Source: an optimization exercise on an open RTL-to-GDS flow (aim: small area, a short achievable clock period and few clock cycles per item). Production flows keep margins and buffers that such runs may drop.
Only simulation tests tie the RTL to the original design; equivalence was not proved.

// line_segment_clipper
module line_segment_clipper (
	input logic clk,
	input logic arst_n,
	input logic in_valid,
	output logic in_stall,
	input lsc_pkg::coord_t start_x,
	input lsc_pkg::coord_t start_y,
	input lsc_pkg::coord_t end_x,
	input lsc_pkg::coord_t end_y,
	output logic out_valid,
	input logic out_stall,
	output logic visible,
	output lsc_pkg::coord_t clip_start_x,
	output lsc_pkg::coord_t clip_start_y,
	output lsc_pkg::coord_t clip_end_x,
	output lsc_pkg::coord_t clip_end_y,
	input logic cfg_write,
	input lsc_pkg::cfg_idx_t cfg_index,
	input lsc_pkg::coord_t cfg_data
);
Size in the first run: roughly 1700 flip-flops, about 150 I/O pins.
clock: 10.0 ns
lec_check: 0
abc_area: 1
cap_margin: 20
core_margin: 2
core_utilization: 40
setup_slack_margin: 4
slew_margin: 20
run.sh (not shown) runs the stock make flow with config.mk's settings and CLKGATE_MAP_FILE= SYNTH_SCRIPT=/design/flow/synth_recipe.tcl, a recipe that flattens the netlist after the stock synthesis.
Testbench counts at the start, summed over its fixed seeds: cycles 34,464, segments 33,600.
Edit:
- ABC_AREA: 1 -> unset
What happened:
- The changed run produced a clean layout
- setup slack gets worse by 0.42 ns
- first-iteration DRC count decreases by 16%
- via count decreases by 7.1%
- final cell count decreases by 13%
- global-route usage is about the same
- core utilization increases by 2.4 points

* * *

Another version of the RTL of line_segment_clipper (not shown whole).
Size: about 150 I/O pins.
export LEC_CHECK = 0
export ABC_AREA = 1
export CAP_MARGIN = 20
export CORE_MARGIN = 2
export CORE_UTILIZATION = 65
export SETUP_SLACK_MARGIN = 5
export SLEW_MARGIN = 20
create_clock -name core_clock -period 10.0 [get_ports {clk}]
Testbench counts at the start, summed over its fixed seeds: cycles 34,536, segments 33,600.
Rerun with:
CORE_UTILIZATION = 40   (was 65)
Outcome:
- cell area goes up slightly
- die area goes up by well over a third
- sequential cell count does not change
- register-to-register slack improved by 110 ps
- core utilization goes down by 27 points
- worst setup slack improved by 26 ps

* * *

line_segment_clipper, a different RTL version from the one above (not shown whole).
For scale: roughly 1800 flip-flops, roughly 140000 µm² of cells after synthesis.
Settings: LEC_CHECK=0, ABC_AREA=1, CAP_MARGIN=20, CORE_MARGIN=2, CORE_UTILIZATION=55, SLEW_MARGIN=20; clock period 10.0 ns.
standard.sh (not shown) runs the stock make flow with config.mk's settings and CLKGATE_MAP_FILE= SYNTH_SCRIPT=/design/flow/synth_recipe.tcl, a recipe that flattens the netlist after the stock synthesis.
==> flow/flow/run.sh <==
#!/bin/bash
set -euo pipefail
bash standard.sh SETUP_SLACK_MARGIN=5.45 finish > standard.log 2>&1
Testbench counts at the start, summed over its fixed seeds: cycles 34,536, segments 33,600.
Change:
==> flow/flow/run.sh (replaced) <==
#!/bin/bash
set -euo pipefail
bash standard.sh SETUP_SLACK_MARGIN=5.3 finish > standard.log 2>&1
- CORE_UTILIZATION: 55 -> 65
Outcome:
- The changed run went through all stages and came out clean
- cell area fell by about 1.5%
- routed wire length is lower by about 2.5%
- synthesized cell count does not change
- worst setup slack got worse by 0.16 ns
- area after synthesis does not change
- sequential share of layout area climbs by 0.52 points
- sequential cell count stays the same
- global-route usage increases by 5.3 points
- fmax went down by 3.5%

* * *

the reference run:
line_segment_clipper again, from the RTL that the note above started with.
export LEC_CHECK = 0
export ABC_AREA = 1
export CAP_MARGIN = 20
export CORE_MARGIN = 2
export CORE_UTILIZATION = 65
export SLEW_MARGIN = 20
create_clock -name core_clock -period 10.0 [get_ports {clk}]
==> flow/flow/run.sh <==
#!/bin/bash
set -euo pipefail
bash standard.sh SETUP_SLACK_MARGIN=5.7 finish > standard.log 2>&1
The reference run finished all stages; the layout is clean.
Testbench counts of the reference run, summed over its fixed seeds: cycles 34,536, segments 33,600.
Modified inputs, the trial run compared to the reference run
==> flow/flow/run.sh <==
#!/bin/bash
set -euo pipefail
bash standard.sh SETUP_SLACK_MARGIN=5.45 finish > standard.log 2>&1
- The trial run ends up with a post-cts resize count that is 55% lower than in the reference run.
- Startpoint of the worst setup timing path: pb_2[4]$_DFFE_PN_ -> the trial run, pb_2[1]$_DFFE_PN_ -> the reference run
- Via count was higher in the run labelled the reference run.

-- separate check: timing with driven ports --
Ports are ideal in the flow. The routed layouts listed here were re-timed in OpenROAD. Step 1 assumes that a clkbuf_16 drives the clock port and a buf_2 every other input. Step 2, shift: input delay + t, output delay - t, t = (earliest + latest rising clock arrival at the registers) / 2. This alone moves slack from input paths to output paths. Three values: no drivers, after step 1, after step 2; two values: the first two.
| run | t (ns) | setup WS [ns] | worst hold slack (ns) |
|---|---|---|---|
| the first run of note 1 | 0.980 | 4.085 / 4.085 / 3.397 | 0.363 / 0.363 / 0.363 |
| the second run of note 1 | 0.984 | 3.669 / 3.669 / 3.220 | 0.323 / 0.323 / 0.323 |
| the first run of note 2 | 0.980 | 4.997 / 4.997 / 4.163 | 0.348 / 0.348 / 0.348 |
| the second run of note 2 | 0.960 | 5.023 / 5.001 / 4.161 | 0.332 / 0.332 / 0.332 |
| the first run of note 3 | 0.976 | 5.533 / 5.529 / 4.626 | 0.373 / 0.373 / 0.373 |
| the second run of note 3 | 0.964 | 5.370 / 5.370 / 4.493 | 0.386 / 0.386 / 0.386 |
| the reference run | 0.978 | 5.420 / 5.420 / 4.825 | 0.384 / 0.384 / 0.384 |
| the trial run | 0.975 | 5.440 / 5.440 / 4.624 | 0.387 / 0.387 / 0.387 |
After both steps setup and hold are still met in every run listed. For the first run of note 3, which loses most, drivers alone change the setup slack by -0.004 ns; drivers and shift together by -0.907 ns.
